Source: an optimization exercise on an open RTL-to-GDS flow (aim: small area). Production flows keep margins and buffers that such runs may drop. In this exercise RTL edits were held to simulation tests only and were not proved equivalent to the original.

--- flow/design.v ---
package aes_pkg;
    localparam int RK_W   = 128;
    localparam int NUM_RK = 15;
    localparam int NPOS   = 15;
    typedef enum logic [1:0] {
        KL_128 = 2'b00,
        KL_192 = 2'b01,
        KL_256 = 2'b10,
        KL_BAD = 2'b11
    } key_len_t;
    function automatic logic [3:0] nr_of(input logic [1:0] kl);
        case (kl)
            2'b00:   nr_of = 4'd10;
            2'b01:   nr_of = 4'd12;
            default: nr_of = 4'd14;
        endcase
    endfunction
    function automatic logic [7:0] xtime(input logic [7:0] b);
        xtime = {b[6:0], 1'b0} ^ (b[7] ? 8'h1b : 8'h00);
    endfunction
endpackage
module aes_g_nand2 (input logic a, input logic b, output logic y);
    assign y = ~(a & b);
endmodule
module aes_g_xor2 (input logic a, input logic b, output logic y);
    assign y = a ^ b;
endmodule
module aes_g_xnor2 (input logic a, input logic b, output logic y);
    assign y = ~(a ^ b);
endmodule
module aes_g_ao22 (input logic a1, input logic b1, input logic a2, input logic b2, output logic y);
    assign y = (a1 & b1) | (a2 & b2);
endmodule
module aes_g_aoi222 (input logic a1, input logic b1, input logic a2, input logic b2,
                     input logic a3, input logic b3, output logic y);
    assign y = ~((a1 & b1) | (a2 & b2) | (a3 & b3));
endmodule
module aes_g_nand3 (input logic a, input logic b, input logic c, output logic y);
    assign y = ~(a & b & c);
endmodule
module aes_g_nand4b (input logic an, input logic b, input logic c, input logic d, output logic y);
    assign y = ~(~an & b & c & d);
endmodule
module aes_g_nor2 (input logic a, input logic b, output logic y);
    assign y = ~(a | b);
endmodule
module aes_g_inv (input logic a, output logic y);
    assign y = ~a;
endmodule
module aes_g_dec4 #(parameter int N = 16) (
    input  logic [3:0]   x,
    input  logic         en,
    output logic [N-1:0] y
);
    logic [3:0] xn;
    logic [3:0] lo_n, hi_n;
    for (genvar i = 0; i < 4; i++) begin : g_inv
        aes_g_inv u_i (.a(x[i]), .y(xn[i]));
    end
    for (genvar v = 0; v < 4; v++) begin : g_pre
        aes_g_nand2 u_lo (.a(v[0] ? x[0] : xn[0]), .b(v[1] ? x[1] : xn[1]), .y(lo_n[v]));
        aes_g_nand3 u_hi (.a(en), .b(v[0] ? x[2] : xn[2]), .c(v[1] ? x[3] : xn[3]), .y(hi_n[v]));
    end
    for (genvar v = 0; v < N; v++) begin : g_out
        aes_g_nor2 u_o (.a(lo_n[v % 4]), .b(hi_n[v / 4]), .y(y[v]));
    end
endmodule
module aes_sbox (
    input  logic [7:0] a,
    output logic [7:0] s
);
    logic x0, x1, x2, x3, x4, x5, x6, x7;
    logic s0, s1, s2, s3, s4, s5, s6, s7, t0, t1, t2, t3;
    logic t4, t5, t6, t7, t8, t9, t10, t11, t12, t13, t14, t15;
    logic t16, t17, t18, t19, t20, t21, t22, t23, t24, t25, t26, t27;
    logic t28, t29, t30, t31, t32, t33, t34, t35, t36, t37, t38, t39;
    logic t40, t41, t42, t43, t44, t45, t46, t47, t48, t49, t50, t51;
    logic t52, t53, t54, t55, t56, t57, t58, t59, t60, t61, t62, t63;
    logic t64, t65, t66, t67, y1, y2, y3, y4, y5, y6, y7, y8;
    logic y9, y10, y11, y12, y13, y14, y15, y16, y17, y18, y19, y20;
    logic y21, z0, z1, z2, z3, z4, z5, z6, z7, z8, z9, z10;
    logic z11, z12, z13, z14, z15, z16, z17;
    assign {x0, x1, x2, x3, x4, x5, x6, x7} = a;
    aes_g_xor2 g0 (.a(x3), .b(x5), .y(y14));
    aes_g_xor2 g1 (.a(x0), .b(x6), .y(y13));
    aes_g_xor2 g2 (.a(x0), .b(x3), .y(y9));
    aes_g_xor2 g3 (.a(x0), .b(x5), .y(y8));
    aes_g_xor2 g4 (.a(x1), .b(x2), .y(t0));
    aes_g_xor2 g5 (.a(t0), .b(x7), .y(y1));
    aes_g_xor2 g6 (.a(y1), .b(x3), .y(y4));
    aes_g_xor2 g7 (.a(y13), .b(y14), .y(y12));
    aes_g_xor2 g8 (.a(y1), .b(x0), .y(y2));
    aes_g_xor2 g9 (.a(y1), .b(x6), .y(y5));
    aes_g_xor2 g10 (.a(y5), .b(y8), .y(y3));
    aes_g_xor2 g11 (.a(x4), .b(y12), .y(t1));
    aes_g_xor2 g12 (.a(t1), .b(x5), .y(y15));
    aes_g_xor2 g13 (.a(t1), .b(x1), .y(y20));
    aes_g_xor2 g14 (.a(y15), .b(x7), .y(y6));
    aes_g_xor2 g15 (.a(y15), .b(t0), .y(y10));
    aes_g_xor2 g16 (.a(y20), .b(y9), .y(y11));
    aes_g_xor2 g17 (.a(x7), .b(y11), .y(y7));
    aes_g_xor2 g18 (.a(y10), .b(y11), .y(y17));
    aes_g_xor2 g19 (.a(y10), .b(y8), .y(y19));
    aes_g_xor2 g20 (.a(t0), .b(y11), .y(y16));
    aes_g_xor2 g21 (.a(y13), .b(y16), .y(y21));
    aes_g_xor2 g22 (.a(x0), .b(y16), .y(y18));
    aes_g_nand2 g23 (.a(y12), .b(y15), .y(t2));
    aes_g_nand2 g24 (.a(y3), .b(y6), .y(t3));
    aes_g_xor2 g25 (.a(t3), .b(t2), .y(t4));
    aes_g_nand2 g26 (.a(y4), .b(x7), .y(t5));
    aes_g_xor2 g27 (.a(t5), .b(t2), .y(t6));
    aes_g_nand2 g28 (.a(y13), .b(y16), .y(t7));
    aes_g_nand2 g29 (.a(y5), .b(y1), .y(t8));
    aes_g_xor2 g30 (.a(t8), .b(t7), .y(t9));
    aes_g_nand2 g31 (.a(y2), .b(y7), .y(t10));
    aes_g_xor2 g32 (.a(t10), .b(t7), .y(t11));
    aes_g_nand2 g33 (.a(y9), .b(y11), .y(t12));
    aes_g_nand2 g34 (.a(y14), .b(y17), .y(t13));
    aes_g_xor2 g35 (.a(t13), .b(t12), .y(t14));
    aes_g_nand2 g36 (.a(y8), .b(y10), .y(t15));
    aes_g_xor2 g37 (.a(t15), .b(t12), .y(t16));
    aes_g_xor2 g38 (.a(t4), .b(t14), .y(t17));
    aes_g_xor2 g39 (.a(t6), .b(t16), .y(t18));
    aes_g_xor2 g40 (.a(t9), .b(t14), .y(t19));
    aes_g_xor2 g41 (.a(t11), .b(t16), .y(t20));
    aes_g_xor2 g42 (.a(t17), .b(y20), .y(t21));
    aes_g_xor2 g43 (.a(t18), .b(y19), .y(t22));
    aes_g_xor2 g44 (.a(t19), .b(y21), .y(t23));
    aes_g_xor2 g45 (.a(t20), .b(y18), .y(t24));
    aes_g_xor2 g46 (.a(t21), .b(t22), .y(t25));
    aes_g_nand2 g47 (.a(t21), .b(t23), .y(t26));
    aes_g_xnor2 g48 (.a(t24), .b(t26), .y(t27));
    aes_g_nand2 g49 (.a(t25), .b(t27), .y(t28));
    aes_g_xnor2 g50 (.a(t28), .b(t22), .y(t29));
    aes_g_xor2 g51 (.a(t23), .b(t24), .y(t30));
    aes_g_xnor2 g52 (.a(t22), .b(t26), .y(t31));
    aes_g_nand2 g53 (.a(t31), .b(t30), .y(t32));
    aes_g_xnor2 g54 (.a(t32), .b(t24), .y(t33));
    aes_g_xor2 g55 (.a(t23), .b(t33), .y(t34));
    aes_g_xor2 g56 (.a(t27), .b(t33), .y(t35));
    aes_g_nand2 g57 (.a(t24), .b(t35), .y(t36));
    aes_g_xnor2 g58 (.a(t36), .b(t34), .y(t37));
    aes_g_xnor2 g59 (.a(t27), .b(t36), .y(t38));
    aes_g_nand2 g60 (.a(t29), .b(t38), .y(t39));
    aes_g_xnor2 g61 (.a(t25), .b(t39), .y(t40));
    aes_g_xor2 g62 (.a(t40), .b(t37), .y(t41));
    aes_g_xor2 g63 (.a(t29), .b(t33), .y(t42));
    aes_g_xor2 g64 (.a(t29), .b(t40), .y(t43));
    aes_g_xor2 g65 (.a(t33), .b(t37), .y(t44));
    aes_g_xor2 g66 (.a(t42), .b(t41), .y(t45));
    aes_g_nand2 g67 (.a(t44), .b(y15), .y(z0));
    aes_g_nand2 g68 (.a(t37), .b(y6), .y(z1));
    aes_g_nand2 g69 (.a(t33), .b(x7), .y(z2));
    aes_g_nand2 g70 (.a(t43), .b(y16), .y(z3));
    aes_g_nand2 g71 (.a(t40), .b(y1), .y(z4));
    aes_g_nand2 g72 (.a(t29), .b(y7), .y(z5));
    aes_g_nand2 g73 (.a(t42), .b(y11), .y(z6));
    aes_g_nand2 g74 (.a(t45), .b(y17), .y(z7));
    aes_g_nand2 g75 (.a(t41), .b(y10), .y(z8));
    aes_g_nand2 g76 (.a(t44), .b(y12), .y(z9));
    aes_g_nand2 g77 (.a(t37), .b(y3), .y(z10));
    aes_g_nand2 g78 (.a(t33), .b(y4), .y(z11));
    aes_g_nand2 g79 (.a(t43), .b(y13), .y(z12));
    aes_g_nand2 g80 (.a(t40), .b(y5), .y(z13));
    aes_g_nand2 g81 (.a(t29), .b(y2), .y(z14));
    aes_g_nand2 g82 (.a(t42), .b(y9), .y(z15));
    aes_g_nand2 g83 (.a(t45), .b(y14), .y(z16));
    aes_g_nand2 g84 (.a(t41), .b(y8), .y(z17));
    aes_g_xor2 g85 (.a(z15), .b(z16), .y(t46));
    aes_g_xor2 g86 (.a(z10), .b(z11), .y(t47));
    aes_g_xor2 g87 (.a(z5), .b(z13), .y(t48));
    aes_g_xor2 g88 (.a(z9), .b(z10), .y(t49));
    aes_g_xor2 g89 (.a(z2), .b(z12), .y(t50));
    aes_g_xor2 g90 (.a(z2), .b(z5), .y(t51));
    aes_g_xor2 g91 (.a(z7), .b(z8), .y(t52));
    aes_g_xor2 g92 (.a(z0), .b(z3), .y(t53));
    aes_g_xor2 g93 (.a(z6), .b(z7), .y(t54));
    aes_g_xor2 g94 (.a(z16), .b(z17), .y(t55));
    aes_g_xnor2 g95 (.a(z12), .b(t48), .y(t56));
    aes_g_xor2 g96 (.a(t50), .b(t53), .y(t57));
    aes_g_xnor2 g97 (.a(z4), .b(t46), .y(t58));
    aes_g_xnor2 g98 (.a(z3), .b(t54), .y(t59));
    aes_g_xor2 g99 (.a(t46), .b(t57), .y(t60));
    aes_g_xnor2 g100 (.a(z14), .b(t57), .y(t61));
    aes_g_xor2 g101 (.a(t52), .b(t58), .y(t62));
    aes_g_xor2 g102 (.a(t49), .b(t58), .y(t63));
    aes_g_xnor2 g103 (.a(z4), .b(t59), .y(t64));
    aes_g_xor2 g104 (.a(t61), .b(t62), .y(t65));
    aes_g_xnor2 g105 (.a(z1), .b(t63), .y(t66));
    aes_g_xor2 g106 (.a(t59), .b(t63), .y(s0));
    aes_g_xnor2 g107 (.a(t56), .b(t62), .y(s6));
    aes_g_xnor2 g108 (.a(t48), .b(t60), .y(s7));
    aes_g_xor2 g109 (.a(t64), .b(t65), .y(t67));
    aes_g_xor2 g110 (.a(t53), .b(t66), .y(s3));
    aes_g_xor2 g111 (.a(t51), .b(t66), .y(s4));
    aes_g_xor2 g112 (.a(t47), .b(t65), .y(s5));
    aes_g_xnor2 g113 (.a(t64), .b(s3), .y(s1));
    aes_g_xnor2 g114 (.a(t55), .b(t67), .y(s2));
    assign s = {s0, s1, s2, s3, s4, s5, s6, s7};
endmodule
module aes_key_sched_ctrl
(
    input  logic         clk,
    input  logic         rst,
    input  logic         start,
    input  logic [1:0]   key_len,
    input  logic [255:0] key_in,
    output logic         busy,
    output logic         ready,
    output logic [3:0]   nr,
    output logic         err,
    input  logic         rk_req,
    input  logic [3:0]   rk_idx,
    output logic         rk_valid,
    output logic [127:0] rk_data
);
    logic [31:0]  ring [0:3][0:14];
    logic [3:0]   ph0;        
    logic [3:0]   ph1;        
    logic [5:0]   cnt;        
    logic [2:0]   j_q;        
    logic [7:0]   rcon_q;
    logic [31:0]  w_prev;     
    logic [15:0]  sb_hi;      
    logic         start_ok;
    logic         start_keep;
    logic         busy_nxt, ready_nxt, err_nxt, valid_nxt;
    logic [3:0]   nr_nxt, ph0_nxt, ph1_nxt;
    logic [5:0]   cnt_nxt;
    logic [2:0]   j_nxt;
    logic         rcon_step;
    logic [14:0]  hot0;       
    logic [12:0]  hot1;       
    logic         rd_hold;
    logic         rb;         
    logic [3:0]   back_hot;
    logic [2:0]   temp_hot;
    logic [1:0]   sbi_hot;    
    logic [3:0]   prev_hot;
    logic [3:0][2:0] e_new;       
    logic [3:0][2:0] e_keep;      
    logic [3:0][2:0] e_keep_nc;   
    logic [31:0]  w_back;
    logic [31:0]  sub_out;
    logic [15:0]  sb_in;
    logic [15:0]  sb_out;
    logic [31:0]  sub_rot;
    logic [31:0]  w_new;
    logic [31:0]  prev_d;
    logic [31:0]  kw [0:7];
    logic [31:0]  ring_d [0:3][0:14];
    logic [31:0]  rd_or [0:3];
    logic [31:0]  rd_w [0:3];
    aes_ks_dec u_dec (
        .rst        (rst),
        .start      (start),
        .key_len    (key_len),
        .rk_req     (rk_req),
        .rk_idx     (rk_idx),
        .busy       (busy),
        .ready      (ready),
        .nr         (nr),
        .ph0        (ph0),
        .ph1        (ph1),
        .cnt        (cnt),
        .j_q        (j_q),
        .start_ok   (start_ok),
        .start_keep (start_keep),
        .busy_nxt   (busy_nxt),
        .ready_nxt  (ready_nxt),
        .err_nxt    (err_nxt),
        .valid_nxt  (valid_nxt),
        .nr_nxt     (nr_nxt),
        .ph0_nxt    (ph0_nxt),
        .ph1_nxt    (ph1_nxt),
        .cnt_nxt    (cnt_nxt),
        .j_nxt      (j_nxt),
        .rcon_step  (rcon_step),
        .hot0       (hot0),
        .hot1       (hot1),
        .rd_hold    (rd_hold),
        .rb         (rb),
        .back_hot   (back_hot),
        .temp_hot   (temp_hot),
        .sbi_hot    (sbi_hot),
        .prev_hot   (prev_hot),
        .e_new      (e_new),
        .e_keep     (e_keep),
        .e_keep_nc  (e_keep_nc)
    );
    always_comb begin
        for (int k = 0; k < 8; k++) kw[k] = key_in[255 - 32*k -: 32];
    end
    for (genvar b = 0; b < 16; b++) begin : g_sbi
        aes_g_ao22 u_m (.a1(sbi_hot[0]), .b1(w_new[16 + b]), .a2(sbi_hot[1]), .b2(w_prev[b]), .y(sb_in[b]));
    end
    for (genvar b = 0; b < 2; b++) begin : g_subword
        aes_sbox u_sbox (
            .a (sb_in[8*b +: 8]),
            .s (sb_out[8*b +: 8])
        );
    end
    assign sub_out = {sb_hi, sb_out};
    assign sub_rot = {sub_out[23:0], sub_out[31:24]} ^ {rcon_q, 24'h0};
    for (genvar b = 0; b < 32; b++) begin : g_bit
        logic bk_lo, bk_hi, tmp_n, pv_lo, pv_hi;
        aes_g_aoi222 u_bk0 (.a1(back_hot[0]), .b1(ring[0][4][b]), .a2(back_hot[1]), .b2(ring[1][4][b]),
                            .a3(back_hot[2]), .b3(ring[2][4][b]), .y(bk_lo));
        aes_g_nand2  u_bk1 (.a(back_hot[3]), .b(ring[3][4][b]), .y(bk_hi));
        aes_g_nand2  u_bk2 (.a(bk_lo), .b(bk_hi), .y(w_back[b]));
        aes_g_aoi222 u_tmp (.a1(temp_hot[0]), .b1(sub_rot[b]), .a2(temp_hot[1]), .b2(sub_out[b]),
                            .a3(temp_hot[2]), .b3(w_prev[b]), .y(tmp_n));
        aes_g_xnor2  u_new (.a(w_back[b]), .b(tmp_n), .y(w_new[b]));
        aes_g_aoi222 u_pv0 (.a1(prev_hot[0]), .b1(kw[3][b]), .a2(prev_hot[1]), .b2(kw[5][b]),
                            .a3(prev_hot[2]), .b3(kw[7][b]), .y(pv_lo));
        aes_g_nand2  u_pv1 (.a(prev_hot[3]), .b(w_new[b]), .y(pv_hi));
        aes_g_nand2  u_pv2 (.a(pv_lo), .b(pv_hi), .y(prev_d[b]));
    end
    for (genvar l = 0; l < 4; l++) begin : g_lane
        localparam int L = (l == 0) ? 15 : 13;
        for (genvar p = 0; p < L; p++) begin : g_pos
            localparam int PP = (p + L - 1) % L;
            localparam int EX = (p == 1) ? 0 : (p == (L - 1)) ? 1 : (p == (L - 3)) ? 2 : 3;
            localparam int J0 = (3 - p + L) % L;
            localparam int CK = (J0 < 8 && J0 % 4 == l) ? J0 : 8;
            if (EX < 3 && CK < 8) begin : g_ec
                for (genvar b = 0; b < 32; b++) begin : g_b
                    logic dn;
                    aes_g_aoi222 u_m (.a1(start_ok), .b1(kw[CK][b]), .a2(e_new[l][EX]), .b2(w_new[b]),
                                      .a3(e_keep_nc[l][EX]), .b3(ring[l][PP][b]), .y(dn));
                    assign ring_d[l][p][b] = ~dn;
                end
            end else if (EX < 3) begin : g_e
                for (genvar b = 0; b < 32; b++) begin : g_b
                    aes_g_ao22 u_m (.a1(e_new[l][EX]), .b1(w_new[b]), .a2(e_keep[l][EX]), .b2(ring[l][PP][b]),
                                    .y(ring_d[l][p][b]));
                end
            end else if (CK < 8) begin : g_c
                for (genvar b = 0; b < 32; b++) begin : g_b
                    aes_g_ao22 u_m (.a1(start_ok), .b1(kw[CK][b]), .a2(start_keep), .b2(ring[l][PP][b]),
                                    .y(ring_d[l][p][b]));
                end
            end else begin : g_s
                assign ring_d[l][p] = ring[l][PP];
            end
        end
    end
    always_ff @(posedge clk) begin
        busy     <= busy_nxt;
        ready    <= ready_nxt;
        err      <= err_nxt;
        rk_valid <= valid_nxt;
        nr       <= nr_nxt;
        ph0      <= ph0_nxt;
        ph1      <= ph1_nxt;
        cnt      <= cnt_nxt;
        j_q      <= j_nxt;
        if (start_ok)       rcon_q <= 8'h01;
        else if (rcon_step) rcon_q <= aes_pkg::xtime(rcon_q);
        w_prev   <= prev_d;
        sb_hi    <= sb_out;
        for (int p = 0; p < 15; p++) ring[0][p] <= ring_d[0][p];
        for (int l = 1; l < 4; l++) begin
            for (int p = 0; p < 13; p++) ring[l][p] <= ring_d[l][p];
        end
        for (int l = 0; l < 4; l++) rk_data[127 - 32*l -: 32] <= rd_w[l];
    end
    for (genvar l = 0; l < 4; l++) begin : g_rd
        localparam int L = (l == 0) ? 15 : 13;
        localparam int NG = (L + 2) / 3;
        for (genvar b = 0; b < 32; b++) begin : g_b
            logic [NG-1:0] g;
            logic h, u;
            for (genvar q = 0; q < NG; q++) begin : g_grp
                logic s0, s1, s2, d0, d1, d2;
                if (l == 0) begin : g_l0
                    assign s0 = hot0[3*q];
                    assign s1 = hot0[3*q + 1];
                    assign s2 = hot0[3*q + 2];
                end else begin : g_lx
                    assign s0 = hot1[(3*q + l) % 13];
                    assign s1 = (3*q + 1 < L) ? hot1[(3*q + 1 + l) % 13] : 1'b0;
                    assign s2 = (3*q + 2 < L) ? hot1[(3*q + 2 + l) % 13] : 1'b0;
                end
                assign d0 = ring[l][3*q][b];
                assign d1 = (3*q + 1 < L) ? ring[l][(3*q + 1) % 15][b] : 1'b0;
                assign d2 = (3*q + 2 < L) ? ring[l][(3*q + 2) % 15][b] : 1'b0;
                if (3*q + 1 >= L) begin : g_one
                    aes_g_nand2 u_a (.a(s0), .b(d0), .y(g[q]));
                end else begin : g_three
                    aes_g_aoi222 u_a (.a1(s0), .b1(d0), .a2(s1), .b2(d1), .a3(s2), .b3(d2), .y(g[q]));
                end
            end
            aes_g_nand2  u_h (.a(rd_hold), .b(rk_data[127 - 32*l - (31 - b)]), .y(h));
            aes_g_nand3  u_c0 (.a(g[0]), .b(g[1]), .c(g[2]), .y(u));
            aes_g_nand4b u_c1 (.an(u), .b(g[3]), .c(g[4]), .d(h), .y(rd_or[l][b]));
        end
    end
    assign rd_w[0] = rd_or[0];
    for (genvar l = 1; l < 4; l++) begin : g_rb
        for (genvar b = 0; b < 32; b++) begin : g_b
            logic x;
            aes_g_nand2 u_x (.a(rb), .b(rd_w[l-1][b]), .y(x));
            aes_g_xnor2 u_y (.a(rd_or[l][b]), .b(x), .y(rd_w[l][b]));
        end
    end
endmodule
module aes_ks_dec (
    input  logic        rst,
    input  logic        start,
    input  logic [1:0]  key_len,
    input  logic        rk_req,
    input  logic [3:0]  rk_idx,
    input  logic        busy,
    input  logic        ready,
    input  logic [3:0]  nr,
    input  logic [3:0]  ph0,
    input  logic [3:0]  ph1,
    input  logic [5:0]  cnt,
    input  logic [2:0]  j_q,
    output logic        start_ok,
    output logic        start_keep,
    output logic        busy_nxt,
    output logic        ready_nxt,
    output logic        err_nxt,
    output logic        valid_nxt,
    output logic [3:0]  nr_nxt,
    output logic [3:0]  ph0_nxt,
    output logic [3:0]  ph1_nxt,
    output logic [5:0]  cnt_nxt,
    output logic [2:0]  j_nxt,
    output logic        rcon_step,
    output logic [14:0] hot0,
    output logic [12:0] hot1,
    output logic        rd_hold,
    output logic        rb,
    output logic [3:0]  back_hot,
    output logic [2:0]  temp_hot,
    output logic [1:0]  sbi_hot,
    output logic [3:0]  prev_hot,
    output logic [3:0][2:0] e_new,
    output logic [3:0][2:0] e_keep,
    output logic [3:0][2:0] e_keep_nc
);
    logic       start_bad;
    logic       nk4, nk6, nk8;
    logic [5:0] cnt_last;
    logic       last;
    logic       rd, rd_ok;
    logic [3:0] r1;
    logic [1:0] wr_lane;
    logic [3:0] wr_hot;
    logic       ld;           
    logic       sub_now;      
    assign start_ok   = ~busy && start && (key_len != 2'b11);
    assign start_bad  = ~busy && start && (key_len == 2'b11);
    assign start_keep = ~start_ok;
    assign nk4 = (nr[2:1] == 2'b01);
    assign nk6 = (nr[2:1] == 2'b10);
    assign nk8 = (nr[2:1] == 2'b11);
    assign cnt_last = nk4 ? 6'd39 : nk6 ? 6'd45 : 6'd51;
    assign last = (cnt == cnt_last);
    always_comb begin
        busy_nxt  = busy;
        ready_nxt = ready;
        if (start_ok) begin
            busy_nxt  = 1'b1;
            ready_nxt = 1'b0;
        end else if (busy && last) begin
            busy_nxt  = 1'b0;
            ready_nxt = 1'b1;
        end
        if (rst) begin
            busy_nxt  = 1'b0;
            ready_nxt = 1'b0;
        end
    end
    assign rd    = ready && rk_req;
    assign rd_ok = ~rst && rd && (rk_idx <= nr);
    assign err_nxt   = ~rst && (start_bad || (rd && !(rk_idx <= nr)));
    assign valid_nxt = ~rst && rd;
    assign rd_hold   = ~rst && ~rd;
    always_comb begin
        nr_nxt = nr;
        if (start_ok) nr_nxt = aes_pkg::nr_of(key_len);
        if (rst) nr_nxt = 4'd0;
    end
    assign ph0_nxt   = start_ok ? 4'd12 : (ph0 >= 4'd11) ? ph0 - 4'd11 : ph0 + 4'd4;
    assign ph1_nxt   = start_ok ? 4'd4  : (ph1 >= 4'd3)  ? ph1 - 4'd3  : ph1 + 4'd10;
    assign cnt_nxt   = start_ok ? 6'd63 : cnt + 6'd1;
    assign j_nxt     = start_ok ? ((key_len == 2'b00) ? 3'd3 : (key_len == 2'b01) ? 3'd5 : 3'd7) :
                       ((nk4 && j_q == 3'd3) || (nk6 && j_q == 3'd5) || (j_q == 3'd7)) ? 3'd0 : j_q + 3'd1;
    assign rcon_step = (j_q == 3'd0);
    assign ld        = busy && (cnt == 6'd63);
    assign rb = rd_ok && nk8 && (rk_idx >= 4'd13);
    assign r1 = rb ? rk_idx - 4'd2 : rk_idx;
    logic [3:0]  x0, x1;
    logic [14:0] xh0;
    logic [12:0] xh1;
    always_comb begin
        logic [4:0] d0, d1;
        d0 = {1'b0, ph0} - {1'b0, rk_idx};
        d1 = {1'b0, ph1} - {1'b0, r1};
        x0 = d0[4] ? d0[3:0] + 4'd15 : d0[3:0];
        x1 = d1[4] ? d1[3:0] + 4'd13 : d1[3:0];
    end
    aes_g_dec4 #(.N(15)) u_dec0 (.x(x0), .en(rd_ok), .y(xh0));
    aes_g_dec4 #(.N(13)) u_dec1 (.x(x1), .en(rd_ok), .y(xh1));
    always_comb begin
        for (int x = 0; x < 15; x++) hot0[(4 * x) % 15] = xh0[x];
        for (int x = 0; x < 13; x++) hot1[(4 * x) % 13] = xh1[x];
    end
    assign wr_lane = nk6 ? (cnt[1:0] + 2'd2) : cnt[1:0];
    always_comb begin
        for (int l = 0; l < 4; l++) begin
            back_hot[l]  = !ld && (cnt[1:0] == 2'(l));
            wr_hot[l]    = busy && !ld && (wr_lane == 2'(l)) && (l == 0 || !(nk8 && cnt >= 6'd44));
            e_new[l]     = {3{wr_hot[l]}} & {nk8, nk6, nk4};
            e_keep[l]    = ~e_new[l];
            e_keep_nc[l] = ~e_new[l] & {3{~start_ok}};
        end
    end
    assign sub_now     = !ld && ((j_q == 3'd0) || (nk8 && (j_q == 3'd4)));
    assign temp_hot[0] = !ld && (j_q == 3'd0);
    assign temp_hot[1] = !ld && nk8 && (j_q == 3'd4);
    assign temp_hot[2] = !sub_now;
    assign sbi_hot[0]  = !sub_now;
    assign sbi_hot[1]  = sub_now;
    assign prev_hot[0] = start_ok && (key_len == 2'b00);
    assign prev_hot[1] = start_ok && (key_len == 2'b01);
    assign prev_hot[2] = start_ok && (key_len == 2'b10);
    assign prev_hot[3] = ~start_ok;
endmodule
--- flow/flow/run.sh ---
#!/bin/bash
# Standard layout (the standard.sh, unchanged synthesis and steps), with
# the port buffers made from the smallest buffer cell instead of the cell
# buffer_ports picks by default. Every port still gets its own buffer.
set -euo pipefail
echo 'export BUFFER_PORTS_ARGS = -buffer_cell sky130_fd_sc_hd__buf_1' >> config.mk
bash standard.sh > standard.log 2>&1
--- flow/standard.sh ---
#!/bin/bash
# synth_recipe.tcl (not shown) runs the flow's synth.tcl, then flattens the netlist and writes it again
# the make line also repeats each setting of config.mk as NAME=value (left out here)
make -C /OpenROAD-flow-scripts/flow DESIGN_CONFIG=/design/flow/config.mk WORK_HOME=/design/flow/orfs CLKGATE_MAP_FILE= SYNTH_SCRIPT=/design/flow/synth_recipe.tcl "${@:-finish}"
--- flow/config.mk ---
export PLATFORM = sky130hd
export DESIGN_NAME = aes_key_sched_ctrl
export DESIGN_NICKNAME = aes_key_sched_ctrl
export VERILOG_FILES = /design/flow/design.v
export SDC_FILE = /design/flow/constraint.sdc
export NUM_CORES = 8
export LEC_CHECK = 0
export CAP_MARGIN = 20
export CORE_MARGIN = 2
export CORE_UTILIZATION = 40
export CTS_CLUSTER_DIAMETER = 150
export CTS_CLUSTER_SIZE = 25
export PLACE_DENSITY = 0.6
export SLEW_MARGIN = 20
export SYNTH_HIERARCHICAL = 1
export BUFFER_PORTS_ARGS = -buffer_cell sky130_fd_sc_hd__buf_1
--- flow/constraint.sdc ---
create_clock -name core_clock -period 30.0 [get_ports {clk}]
set_input_delay 6.0000 -clock core_clock [delete_from_list [all_inputs] [get_ports {clk}]]
set_output_delay 6.0000 -clock core_clock [all_outputs]
set_load 0.01 [all_outputs]
==> impl_metrics.env, run 1 <==
export IMPL_worst_slew_pin_slew_ns=1.18
export IMPL_r2r_end="ring[31][6]"
export IMPL_postSynthCellCount=4633
export IMPL_die_y_um=388
export IMPL_post_dp_hpwl_um=145000
export IMPL_critPathMaxFanout=32
export IMPL_crit_slowest_cell="xnor2_2"
export IMPL_regArea_mm2=0.0388
export IMPL_slew_headroom=0.213
export IMPL_hold_worst_slack_ns=0.328
export IMPL_synthesis_area_mm2=0.0590
export IMPL_wl_per_cell_um=33.3
export IMPL_rows=140
export IMPL_routabilityCongestion=0.917
export IMPL_critPathCaptureType="flop"
export IMPL_start_util=0.404
export IMPL_drive_gt1_frac=0.0555
export IMPL_clockBufferDepth=3
export IMPL_syn_num_nets=4934
export IMPL_syn_to_final_growth_pct=12.4
export IMPL_holdPathStages=0
export IMPL_start_kind="flop"
export IMPL_ant_nets=0
export IMPL_clock_sinks=1937
export IMPL_port_buffers=401
export IMPL_min_from="ring[46][25]"
export IMPL_timing_setup_tns_ns=0
export IMPL_hold_path_class="reg2reg"
export IMPL_clk_insertion_delay_late_ns=0.78
export IMPL_hold_violations=0
export IMPL_final_cell_mix="1937 x dfxtp_1, 736 x a222oi_1, 544 x nand2_1"
export IMPL_fp_dieW_um=388
export IMPL_routed_wl_um=237000
export IMPL_drc=0
export IMPL_grt_antenna_before_repair=17
export IMPL_root_buffer="clkbuf_16"
export IMPL_stdcell_count=7131
export IMPL_post_cts_setup_buffer_count=0
export IMPL_worstHoldEndpoint="ring[47][25]"
export IMPL_cpMostUsedCell="xor2_1"
export IMPL_cts_reportedPaths_clkPinSlew_ns=0.11
export IMPL_period_share=0.675
export IMPL_required_ns=30.64
export IMPL_cpPeakStageDelay_ns=0.77
export IMPL_avgSynthCellArea_um2=12.7
export IMPL_critical_path_class="reg2reg"
export IMPL_fp_dieArea_mm2=0.151
export IMPL_regToRegSetupSlack_ns=9.76
export IMPL_vias=45800
export IMPL_numCtsBuffers=87
export IMPL_hold_buffers=0
export IMPL_outcome="no timing/DRC/antenna violations"
export IMPL_cap_violations=0
export IMPL_placedCellCount=7034
export IMPL_grt_max_degree=61
export IMPL_fmax_ghz=0.0494
export IMPL_grt_pass1_wl_um=329000
export IMPL_r2r_start="cnt[0]"
export IMPL_cts_tree="built"
export IMPL_fin_nets=5507
export IMPL_fill_cells=13500
export IMPL_rsz0062_at_grt="no"
export IMPL_ctsResizeCount=0
export IMPL_final_common_cell="dfxtp_1"
export IMPL_period_needed_ns=20.24
export IMPL_ios=402
export IMPL_grt_pass1_vias=44400
export IMPL_ff2ff_path_depth=69
export IMPL_grt_usage=0.301
export IMPL_yosys_warnings=17
export IMPL_core_area_mm2=0.146
export IMPL_multiInputGateArea_mm2=0.0199
export IMPL_dr_pass1_iters=10
export IMPL_crit_arrival_ns=20.88
export IMPL_dr_first_iter_drc_count=8966
export IMPL_grt_overflow=0
export IMPL_clock_skew_ns=0.0553
export IMPL_htree_levels=3
export IMPL_setup_viol=0
export IMPL_viasPerCell=6.42
export IMPL_drv_slew=0
## how the worst max path moves through the flow
stage | startpoint | slack [ns] | end | cells past startpoint
after floorplan | cnt[3] | 11.76 | ring[40][13] | 72
after global placement | cnt[0] | 10.42 | ring[31][6] | 69
after detailed placement | cnt[0] | 10.07 | ring[14][6] | 69
after CTS | cnt[0] | 9.94 | ring[14][6] | 69
after global routing | cnt[0] | 8.36 | ring[14][6] | 69
final | cnt[0] | 9.76 | ring[31][6] | 69
## metrics by stage
step	worst slack (ns)	utilization	area [µm²]
after floorplan	11.76	-	59000
after global placement	10.42	0.438	64000
after detailed placement	10.07	0.438	64000
after CTS	9.94	0.454	66300
after global routing	8.36	0.454	66300
final	9.76	0.454	66300
## metal layers
| metal | track usage | vias to the layer above | wire length [µm] |
|---|---|---|---|
| li1 | - | 19400 | - |
| met1 | 0.396 | 22800 | 92200 |
| met2 | 0.471 | 3030 | 105000 |
| met3 | 0.0669 | 555 | 27500 |
| met4 | 0.140 | 8 | 12100 |
| met5 | 0 | - | 51 |
## final cells by class
cell class / instances / area share
multi-input cells: 2524 / 0.301
well taps: 1917 / 0.0362
diodes: 3 / 0.000113
repair buffers: 513 / 0.0357
clock buffers: 87 / 0.0328
clock inverters: 7 / 0.00164
flip-flops and latches: 1937 / 0.585
inverters: 143 / 0.00826
## flip-flops by register name, summed over array words and instances, names as in the netlist
name and flops:
cnt 6, ring 1728, err 1, nr 4, ph0 4, busy 1, rk_valid 1, j_q 3
w_prev 32, sb_hi 16, rcon_q 8, rk_data 128, ready 1, ph1 4
## critical path: cells and delay by family (launching register included)
kind                     cells  cell delay [ns]
AO/OA/AOI/OAI                6             2.34
XOR/XNOR                    46            14.50
adder cells (fa/ha/maj)      1             0.36
buffers and inverters        1             0.07
flip-flops                   1             0.51
AND/OR/NAND/NOR             15             2.28
==> run 2: changes to the inputs <==
--- a/flow/design.v
+++ b/flow/design.v
@@ -218,8 +218,6 @@
     logic [3:0]   ph0;        
     logic [3:0]   ph1;        
     logic [5:0]   cnt;        
-    logic [2:0]   j_q;        
-    logic [7:0]   rcon_q;
     logic [31:0]  w_prev;     
     logic [15:0]  sb_hi;      
     logic         start_ok;
@@ -227,8 +225,7 @@
     logic         busy_nxt, ready_nxt, err_nxt, valid_nxt;
     logic [3:0]   nr_nxt, ph0_nxt, ph1_nxt;
     logic [5:0]   cnt_nxt;
-    logic [2:0]   j_nxt;
-    logic         rcon_step;
+    logic [7:0]   rcon;       
     logic [14:0]  hot0;       
     logic [12:0]  hot1;       
     logic         rd_hold;
@@ -263,7 +260,6 @@
         .ph0        (ph0),
         .ph1        (ph1),
         .cnt        (cnt),
-        .j_q        (j_q),
         .start_ok   (start_ok),
         .start_keep (start_keep),
         .busy_nxt   (busy_nxt),
@@ -274,8 +270,7 @@
         .ph0_nxt    (ph0_nxt),
         .ph1_nxt    (ph1_nxt),
         .cnt_nxt    (cnt_nxt),
-        .j_nxt      (j_nxt),
-        .rcon_step  (rcon_step),
+        .rcon       (rcon),
         .hot0       (hot0),
         .hot1       (hot1),
         .rd_hold    (rd_hold),
@@ -301,7 +296,7 @@
         );
     end
     assign sub_out = {sb_hi, sb_out};
-    assign sub_rot = {sub_out[23:0], sub_out[31:24]} ^ {rcon_q, 24'h0};
+    assign sub_rot = {sub_out[23:0], sub_out[31:24]} ^ {rcon, 24'h0};
     for (genvar b = 0; b < 32; b++) begin : g_bit
         logic bk_lo, bk_hi, tmp_n, pv_lo, pv_hi;
         aes_g_aoi222 u_bk0 (.a1(back_hot[0]), .b1(ring[0][4][b]), .a2(back_hot[1]), .b2(ring[1][4][b]),
@@ -354,9 +349,6 @@
         ph0      <= ph0_nxt;
         ph1      <= ph1_nxt;
         cnt      <= cnt_nxt;
-        j_q      <= j_nxt;
-        if (start_ok)       rcon_q <= 8'h01;
-        else if (rcon_step) rcon_q <= aes_pkg::xtime(rcon_q);
         w_prev   <= prev_d;
         sb_hi    <= sb_out;
         for (int p = 0; p < 15; p++) ring[0][p] <= ring_d[0][p];
@@ -417,7 +409,6 @@
     input  logic [3:0]  ph0,
     input  logic [3:0]  ph1,
     input  logic [5:0]  cnt,
-    input  logic [2:0]  j_q,
     output logic        start_ok,
     output logic        start_keep,
     output logic        busy_nxt,
@@ -428,8 +419,7 @@
     output logic [3:0]  ph0_nxt,
     output logic [3:0]  ph1_nxt,
     output logic [5:0]  cnt_nxt,
-    output logic [2:0]  j_nxt,
-    output logic        rcon_step,
+    output logic [7:0]  rcon,
     output logic [14:0] hot0,
     output logic [12:0] hot1,
     output logic        rd_hold,
@@ -488,9 +478,6 @@
     assign ph0_nxt   = start_ok ? 4'd12 : (ph0 >= 4'd11) ? ph0 - 4'd11 : ph0 + 4'd4;
     assign ph1_nxt   = start_ok ? 4'd4  : (ph1 >= 4'd3)  ? ph1 - 4'd3  : ph1 + 4'd10;
     assign cnt_nxt   = start_ok ? 6'd63 : cnt + 6'd1;
-    assign j_nxt     = start_ok ? ((key_len == 2'b00) ? 3'd3 : (key_len == 2'b01) ? 3'd5 : 3'd7) :
-                       ((nk4 && j_q == 3'd3) || (nk6 && j_q == 3'd5) || (j_q == 3'd7)) ? 3'd0 : j_q + 3'd1;
-    assign rcon_step = (j_q == 3'd0);
     assign ld        = busy && (cnt == 6'd63);
     assign rb = rd_ok && nk8 && (rk_idx >= 4'd13);
     assign r1 = rb ? rk_idx - 4'd2 : rk_idx;
@@ -520,9 +507,30 @@
             e_keep_nc[l] = ~e_new[l] & {3{~start_ok}};
         end
     end
-    assign sub_now     = !ld && ((j_q == 3'd0) || (nk8 && (j_q == 3'd4)));
-    assign temp_hot[0] = !ld && (j_q == 3'd0);
-    assign temp_hot[1] = !ld && nk8 && (j_q == 3'd4);
+    logic       rot_now;
+    logic [3:0] rnd;
+    logic [3:0] c6q;    
+    logic       c6z;    
+    always_comb begin
+        c6q = 4'd0;
+        c6z = 1'b0;
+        for (int m = 0; m < 11; m++) begin
+            if (cnt >= 6'(6 * m)) c6q = 4'(m);
+            if (cnt == 6'(6 * m)) c6z = 1'b1;
+        end
+    end
+    assign rot_now = !ld && (nk4 ? (cnt[1:0] == 2'd0) : nk6 ? c6z : (cnt[2:0] == 3'd0));
+    assign rnd     = nk4 ? cnt[5:2] : nk6 ? c6q : {1'b0, cnt[5:3]};
+    always_comb begin
+        case (rnd)
+            4'd0: rcon = 8'h01;  4'd1: rcon = 8'h02;  4'd2: rcon = 8'h04;  4'd3: rcon = 8'h08;
+            4'd4: rcon = 8'h10;  4'd5: rcon = 8'h20;  4'd6: rcon = 8'h40;  4'd7: rcon = 8'h80;
+            4'd8: rcon = 8'h1b;  default: rcon = 8'h36;
+        endcase
+    end
+    assign sub_now     = rot_now || (!ld && nk8 && (cnt[2:0] == 3'd4));
+    assign temp_hot[0] = rot_now;
+    assign temp_hot[1] = !ld && nk8 && (cnt[2:0] == 3'd4);
     assign temp_hot[2] = !sub_now;
     assign sbi_hot[0]  = !sub_now;
     assign sbi_hot[1]  = sub_now;
==> run 2 against run 1 <==
First-iteration DRC count down 7.3%. Cell area down 0.18%. Via count up 0.89%. Setup slack worse by 0.73 ns. Sequential cell count down 11. Register-to-register slack worse by 0.73 ns. Largest cell class unchanged. Utilization is essentially flat. Routed wire length about the same.
==> impl_metrics.env, run 2 <==
export IMPL_outcome="no timing/DRC/antenna violations"
export IMPL_regToRegSetupSlack_ns=9.02
export IMPL_root_buffer="clkbuf_16"
export IMPL_drive_gt1_frac=0.0546
export IMPL_reg_top3="ring: 1728 flops, rk_data: 128 flops, w_prev: 32 flops"
export IMPL_post_cts_setup_buffer_count=0
export IMPL_die_y_um=388
export IMPL_worst_slew_pin_slew_ns=1.23
export IMPL_fmax_ghz=0.0477
export IMPL_pre_cts_ws_ns=9.36
export IMPL_clock_skew_ns=0.0462
export IMPL_crit_slowest_cell="xnor2_2"
export IMPL_rsz0062_at_grt="no"
export IMPL_regArea_mm2=0.0386
export IMPL_htree_levels=3
export IMPL_vias=46200
export IMPL_min_from="ring[35][12]"
export IMPL_r2r_start="nr[1]"
export IMPL_start_kind="flop"
export IMPL_ios=402
export IMPL_fp_dieW_um=388
export IMPL_syn_to_final_growth_pct=12.4
export IMPL_fin_nets=5512
export IMPL_setup_viol=0
export IMPL_synthesis_area_mm2=0.0589
export IMPL_wl_per_cell_um=33.2
export IMPL_holdPathStages=0
export IMPL_period_needed_ns=20.98
export IMPL_period_share=0.699
export IMPL_r2r_end="ring[14][6]"
export IMPL_cts_reportedPaths_clkPinSlew_ns=0.10
export IMPL_grt_usage=0.302
export IMPL_numCtsBuffers=87
export IMPL_rows=140
export IMPL_required_ns=30.62
export IMPL_utilization=0.454
export IMPL_core_area_mm2=0.146
export IMPL_hold_violations=0
export IMPL_cpMostUsedCell="xor2_1"
export IMPL_clk_insertion_delay_late_ns=0.75
export IMPL_ant_nets=0
export IMPL_critPathCaptureType="flop"
export IMPL_viasPerCell=6.47
export IMPL_crit_buf_inv=2
export IMPL_yosys_warnings=17
export IMPL_fin_area_mm2=0.0662
export IMPL_final_cell_mix="1926 x dfxtp_1, 736 x a222oi_1, 544 x nand2_1"
export IMPL_grt_pass1_wl_um=331000
export IMPL_multiInputGateArea_mm2=0.0200
export IMPL_cpPeakStageDelay_ns=0.81
export IMPL_cts_tree="built"
export IMPL_regMostFlops="ring"
export IMPL_hold_path_class="reg2reg"
export IMPL_final_common_cell="dfxtp_1"
export IMPL_critical_path_class="reg2reg"
export IMPL_cp_depth=73
export IMPL_syn_num_nets=4945
export IMPL_fin_ws_ns=9.02
export IMPL_fp_dieArea_mm2=0.150
export IMPL_port_buffers=401
export IMPL_timing_setup_tns_ns=0
export IMPL_grt_pass1_vias=44100
export IMPL_ff2ff_path_depth=73
export IMPL_grt_overflow=0
export IMPL_ctsResizeCount=0
export IMPL_grt_antenna_before_repair=5
export IMPL_crit_arrival_ns=21.60
export IMPL_cap_violations=0
export IMPL_clockBufferDepth=3
export IMPL_slew_headroom=0.178
export IMPL_critPathMaxFanout=14
export IMPL_drv_slew=0
export IMPL_post_dp_hpwl_um=139000
export IMPL_postSynthCellCount=4649
export IMPL_hold_buffers=0
export IMPL_largest_reg_flops=1728
export IMPL_avgSynthCellArea_um2=12.7
export IMPL_start_util=0.404
export IMPL_fill_cells=13400
export IMPL_worstHoldEndpoint="ring[36][12]"
export IMPL_dr_pass1_iters=12
export IMPL_grt_max_degree=97
export IMPL_placed_area_mm2=0.0639
export IMPL_clock_sinks=1926
export IMPL_cp_top_family="XOR/XNOR gates"
export IMPL_drc=0
export IMPL_dr_first_iter_drc_count=8308
export IMPL_routabilityCongestion=0.897
export IMPL_routed_wl_um=237000
## run 2: changes by cell type in the layout (fill, tap and decap cells not counted), moves of 4 or more
cell	before	now
xnor2_1	166	170
buf_12	0	4
ha_1	30	25
inv_2	5	10
dfxtp_1	1937	1926
mux2i_1	6	2
a21oi_1	17	22
o21ai_1	0	5
## run 2: through the flow
stage / instances / hold WS [ns]
after global placement: 7044 / 0.332
after detailed placement: 7044 / 0.335
final: 7138 / 0.326
after CTS: 7135 / 0.329
after global routing: 7137 / 0.336
after floorplan: 4649 / 0.330
## run 2: how the worst max path moves through the flow
| stage | from | to |
|---|---|---|
| 2_1_floorplan | cnt[1] | ring[14][13] |
| 3_3_place_gp | nr[1] | ring[31][6] |
| 3_5_place_dp | nr[1] | ring[14][6] |
| 4_1_cts | nr[1] | ring[14][6] |
| 5_1_grt | nr[1] | ring[14][14] |
| 6_report | nr[1] | ring[14][6] |
## run 2: metal layers
layer  global-route usage  part of all wire  vias to the layer above
met5                    0          0.000051                        -
met4                0.128             0.045                        2
met3               0.0658              0.12                      492
met2                0.465              0.44                     3084
met1                0.409              0.40                    23100
li1                     -                 -                    19500
## run 2: area by class of cell
type,instances,share of cell area
Sequential cell,1926,0.582
Multi-Input combinational cell,2547,0.302
Tap cell,1917,0.0362
Timing Repair Buffer,513,0.0362
Clock buffer,89,0.0336
Inverter,141,0.00811
Clock inverter,2,0.000756
Antenna cell,3,0.000113
==> run 3: changes to the inputs <==
--- a/flow/config.mk
+++ b/flow/config.mk
@@ -9,7 +9,7 @@
 export CORE_MARGIN = 2
 export CORE_UTILIZATION = 40
 export CTS_CLUSTER_DIAMETER = 150
-export CTS_CLUSTER_SIZE = 25
+export CTS_CLUSTER_SIZE = 27
 export PLACE_DENSITY = 0.6
 export SLEW_MARGIN = 20
 export SYNTH_HIERARCHICAL = 1
==> run 3 against run 2 <==
Still clean. Synthesized area unchanged. Setup slack better by 0.14 ns. Non-clock buffer count is the same. Clock-buffer cell count decreased by 8. Largest cell class unchanged. Highest routed layer is now met4.
==> impl_metrics.env, run 3 <==
export IMPL_rows=140
export IMPL_postSynthCellCount=4649
export IMPL_hold_path_class="reg2reg"
export IMPL_reg_top3="ring: 1728 flops, rk_data: 128 flops, w_prev: 32 flops"
export IMPL_fp_dieW_um=388
export IMPL_die_y_um=388
export IMPL_dr_first_iter_drc_count=8720
export IMPL_cts_reportedPaths_clkPinSlew_ns=0.11
export IMPL_clock_sinks=1926
export IMPL_synthesis_area_mm2=0.0589
export IMPL_fin_nets=5506
export IMPL_grt_overflow=0
export IMPL_numCtsBuffers=81
export IMPL_ctsResizeCount=0
export IMPL_grt_usage=0.301
export IMPL_htree_levels=3
export IMPL_core_area_mm2=0.146
export IMPL_setup_viol=0
export IMPL_ios=402
export IMPL_grt_use_met2=0.466
export IMPL_fill_cells=13500
export IMPL_root_buffer="clkbuf_16"
export IMPL_grtUsageMet3=0.0671
export IMPL_regMostFlops="ring"
export IMPL_outcome="no timing/DRC/antenna violations"
export IMPL_grt_antenna_before_repair=4
export IMPL_rsz0062_at_grt="no"
export IMPL_hold_buffers=0
export IMPL_largest_reg_flops=1728
export IMPL_drv_slew=0
export IMPL_final_common_cell="dfxtp_1"
export IMPL_fp_dieArea_mm2=0.150
export IMPL_regToRegSetupSlack_ns=9.16
export IMPL_grt_pass1_vias=44000
export IMPL_period_share=0.695
export IMPL_crit_slowest_cell="xnor2_2"
export IMPL_busiest_layer="met2"
export IMPL_yosys_warnings=17
export IMPL_timing_setup_tns_ns=0
export IMPL_routed_wl_um=237000
export IMPL_clk_insertion_delay_late_ns=0.75
export IMPL_syn_to_final_growth_pct=12.0
export IMPL_routabilityCongestion=0.897
export IMPL_viasPerCell=6.49
export IMPL_syn_num_nets=4945
export IMPL_post_dp_hpwl_um=139000
export IMPL_stdcell_count=7130
export IMPL_final_cell_mix="1926 x dfxtp_1, 736 x a222oi_1, 544 x nand2_1"
export IMPL_post_cts_setup_buffer_count=0
export IMPL_crit_buf_inv=2
export IMPL_critical_path_class="reg2reg"
export IMPL_drive_gt1_frac=0.0530
export IMPL_hold_violations=0
export IMPL_dr_pass1_iters=12
export IMPL_vias=46200
export IMPL_cap_violations=0
export IMPL_grt_pass1_wl_um=329000
export IMPL_fmax_ghz=0.0480
export IMPL_cp_top_family="XOR/XNOR gates"
export IMPL_crit_arrival_ns=21.46
export IMPL_cts_tree="built"
export IMPL_cpPeakStageDelay_ns=0.81
export IMPL_start_util=0.404
export IMPL_period_needed_ns=20.84
export IMPL_start_kind="flop"
export IMPL_worst_slew_pin_slew_ns=1.20
export IMPL_ant_nets=0
export IMPL_grt_use_met1=0.408
export IMPL_placedCellCount=7044
export IMPL_avgSynthCellArea_um2=12.7
export IMPL_critPathMaxFanout=14
export IMPL_wl_per_cell_um=33.2
export IMPL_clockBufferDepth=3
export IMPL_clock_skew_ns=0.0513
export IMPL_drc=0
export IMPL_critPathCaptureType="flop"
export IMPL_required_ns=30.62
export IMPL_cpMostUsedCell="xor2_1"
export IMPL_grt_max_degree=97
export IMPL_port_buffers=401
export IMPL_slew_headroom=0.201
[run 3: cell types whose count changed in the layout (fill, tap and decap cells not counted)]
cell       change
diode_2        +1
bufinv_16      -1
clkbuf_16      -8
[run 3: path summary, 6_finish.rpt]
check               start            to  cells past startpoint
min reg2reg  ring[20][19]  ring[21][19]                      0
min          ring[20][19]  ring[21][19]                      0
max reg2reg         nr[1]   ring[14][6]                     73
max                 nr[1]   ring[14][6]                     73
[run 3: layout make-up]
type,count,area (µm²),share of cell area
multi-input cells,2547,20000,0.304
clock inverters,1,20.0,0.000303
well taps,1917,2400,0.0364
diodes,4,10.0,0.000152
flip-flops and latches,1926,38600,0.584
repair buffers,513,2400,0.0363
clock buffers,81,2030,0.0307
inverters,141,537,0.00814
[run 3: metal layers]
metal  wire, µm  part of all wire  vias to the layer above
li1           -                 -                    19500
met1      94800              0.40                    23200
met2     104000              0.44                     3137
met3      28000              0.12                      441
met4       9530             0.040                        0
met5          0                 0                        -
[run 3: per-stage QoR]
step	setup WS, ns	instance area, µm²	hold slack [ns]	utilization
floorplan	11.97	58900	0.330	-
global placement	9.70	63900	0.332	0.438
detailed placement	9.36	63900	0.335	0.438
CTS	9.17	65900	0.339	0.452
global route	7.10	66000	0.346	0.452
finish	9.16	66000	0.334	0.452
==> run 4: changes to the inputs <==
--- a/flow/config.mk
+++ b/flow/config.mk
@@ -8,8 +8,9 @@
 export CAP_MARGIN = 20
 export CORE_MARGIN = 2
 export CORE_UTILIZATION = 40
+export CTS_BUF_LIST = sky130_fd_sc_hd__clkbuf_8
 export CTS_CLUSTER_DIAMETER = 150
-export CTS_CLUSTER_SIZE = 27
+export CTS_CLUSTER_SIZE = 16
 export PLACE_DENSITY = 0.6
 export SLEW_MARGIN = 20
 export SYNTH_HIERARCHICAL = 1
==> run 4 against run 3 <==
Still clean. Routed wire length increased by 0.54%. Synthesized cell count unchanged. Worst hold slack got worse by 0.016 ns.
==> impl_metrics.env, run 4 <==
export IMPL_period_share=0.702
export IMPL_period_needed_ns=21.06
export IMPL_vias=46500
export IMPL_cts_reportedPaths_clkPinSlew_ns=0.10
export IMPL_rows=140
export IMPL_slew_headroom=0.195
export IMPL_ant_nets=0
export IMPL_post_cts_setup_buffer_count=0
export IMPL_crit_buf_inv=2
export IMPL_clockBufferDepth=3
export IMPL_cap_violations=0
export IMPL_setup_viol=0
export IMPL_clock_skew_ns=0.0672
export IMPL_hold_buffers=0
export IMPL_largest_reg_flops=1728
export IMPL_grt_max_degree=97
export IMPL_rsz0062_at_grt="no"
export IMPL_viasPerCell=6.45
export IMPL_start_kind="flop"
export IMPL_dr_pass1_iters=11
export IMPL_die_y_um=388
export IMPL_port_buffers=401
export IMPL_fp_dieArea_mm2=0.150
export IMPL_crit_arrival_ns=21.85
export IMPL_grt_pass1_vias=44500
export IMPL_critPathMaxFanout=14
export IMPL_timing_setup_tns_ns=0
export IMPL_final_common_cell="dfxtp_1"
export IMPL_synthesis_area_mm2=0.0589
export IMPL_cpMostUsedCell="xor2_1"
export IMPL_clock_sinks=1926
export IMPL_reg_top3="ring: 1728 flops, rk_data: 128 flops, w_prev: 32 flops"
export IMPL_postSynthCellCount=4649
export IMPL_avgSynthCellArea_um2=12.7
export IMPL_cts_tree="built"
export IMPL_grt_usage=0.304
export IMPL_stdcell_count=7206
export IMPL_htree_levels=4
export IMPL_cp_top_family="XOR/XNOR gates"
export IMPL_multiInputGateArea_mm2=0.0200
export IMPL_grt_pass1_wl_um=332000
export IMPL_cpPeakStageDelay_ns=0.80
export IMPL_dr_first_iter_drc_count=8905
export IMPL_core_area_mm2=0.146
export IMPL_drv_slew=0
export IMPL_post_dp_hpwl_um=139000
export IMPL_ctsResizeCount=0
export IMPL_syn_num_nets=4945
export IMPL_critical_path_class="reg2reg"
export IMPL_fin_nets=5563
export IMPL_hold_path_class="reg2reg"
export IMPL_fmax_ghz=0.0475
export IMPL_holdPathStages=0
export IMPL_fill_cells=13500
export IMPL_drive_gt1_frac=0.0657
export IMPL_routabilityCongestion=0.897
export IMPL_worst_slew_pin_slew_ns=1.21
export IMPL_ff2ff_path_depth=73
export IMPL_regMostFlops="ring"
export IMPL_critPathCaptureType="flop"
export IMPL_grt_antenna_before_repair=7
export IMPL_outcome="no timing/DRC/antenna violations"
export IMPL_yosys_warnings=17
export IMPL_numCtsBuffers=138
export IMPL_final_cell_mix="1926 x dfxtp_1, 736 x a222oi_1, 544 x nand2_1"
export IMPL_start_util=0.404
export IMPL_clk_insertion_delay_late_ns=0.97
export IMPL_cp_depth=73
export IMPL_syn_to_final_growth_pct=12.0
export IMPL_fp_dieW_um=388
export IMPL_placedCellCount=7044
export IMPL_drc=0
export IMPL_ios=402
export IMPL_required_ns=30.79
export IMPL_grt_overflow=0
export IMPL_hold_violations=0
export IMPL_routed_wl_um=238000
export IMPL_root_buffer="clkbuf_8"
export IMPL_crit_slowest_cell="xnor2_2"
export IMPL_wl_per_cell_um=33.0
export IMPL_regArea_mm2=0.0386
## run 4: cell count changes in the layout (fill, tap and decap cells not counted), sizes merged
cell      previous run  this run
clkinv               0         1
diode                4         9
inv                142       149
clkbuf              81       139
clkinvlp             0         5
## run 4: cell type report
cell class / count / area share
sequential: 1926 / 0.584
timing repair buffer: 513 / 0.0363
clock buffer: 139 / 0.0290
clock inverter: 14 / 0.00199
multi-input combinational: 2547 / 0.303
inverter: 141 / 0.00814
tap: 1917 / 0.0364
antenna: 9 / 0.000341
## run 4: per-stage QoR
step / area, µm² / util / hold WS (ns) / worst slack [ns]
global route: 66000 / 0.452 / 0.325 / 7.11
CTS: 65900 / 0.452 / 0.316 / 9.13
floorplan: 58900 / - / 0.330 / 11.97
global placement: 63900 / 0.438 / 0.332 / 9.70
finish: 66000 / 0.452 / 0.318 / 8.94
detailed placement: 63900 / 0.438 / 0.335 / 9.36
## run 4: worst register-to-register path: cells and delay by family, from the launching register on
family,cells,cell delay [ns]
compound gates,8,2.51
buf+inv,2,0.20
xor+xnor,47,14.95
simple gates,15,2.40
fa+ha+maj,1,0.48
flops,1,0.36
## run 4: path summary, 6_finish.rpt
kind | from | end | slack, ns
worst max register to register | nr[1] | ring[14][6] | 8.94
worst max-delay path | nr[1] | ring[14][6] | 8.94
worst min register to register | ring[20][27] | ring[21][27] | 0.32
worst min-delay path | ring[20][27] | ring[21][27] | 0.32
## run 4: routing by layer
| metal | part of all wire | up-vias | GRT usage |
|---|---|---|---|
| li1 | - | 19600 | - |
| met5 | 0.00025 | - | 0 |
| met4 | 0.043 | 8 | 0.127 |
| met3 | 0.12 | 486 | 0.0753 |
| met2 | 0.44 | 3148 | 0.465 |
| met1 | 0.40 | 23200 | 0.408 |

port drivers added, routing unchanged:
The flow's constraints put no driver on any port. The routed layouts listed below were extracted and timed again, unchanged, in two steps.
Step 1 sets driving cells, clkbuf_16 on the clock port and buf_2 on the other inputs (assumed; they add their load-dependent delay and slew).
Step 2 moves the port delays by t, midway between the first and last clock arrival at a register: inputs arrive t later, outputs are due t later. That takes back most of the time a late clock gives input paths.
Three values: no drivers, after step 1, after step 2; two values: the first two.
| run | t, ns | setup WS [ns] | hold WS [ns] | clock arrival spread, ns | worst data-port slew with drivers (ns) |
|---|---|---|---|---|---|
| run 1 | 0.827 | 9.756 / 9.756 / 9.756 | 0.328 / 0.328 / 0.328 | 0.056 / 0.056 | 0.14 |
| run 2 | 0.797 | 9.023 / 9.023 / 9.023 | 0.326 / 0.326 / 0.326 | 0.047 / 0.047 | 0.12 |
| run 3 | 0.802 | 9.158 / 9.158 / 9.158 | 0.334 / 0.334 / 0.334 | 0.054 / 0.054 | 0.12 |
| run 4 | 1.008 | 8.940 / 8.940 / 8.940 | 0.318 / 0.318 / 0.318 | 0.068 / 0.069 | 0.12 |
After both steps setup and hold are still met in every run listed.
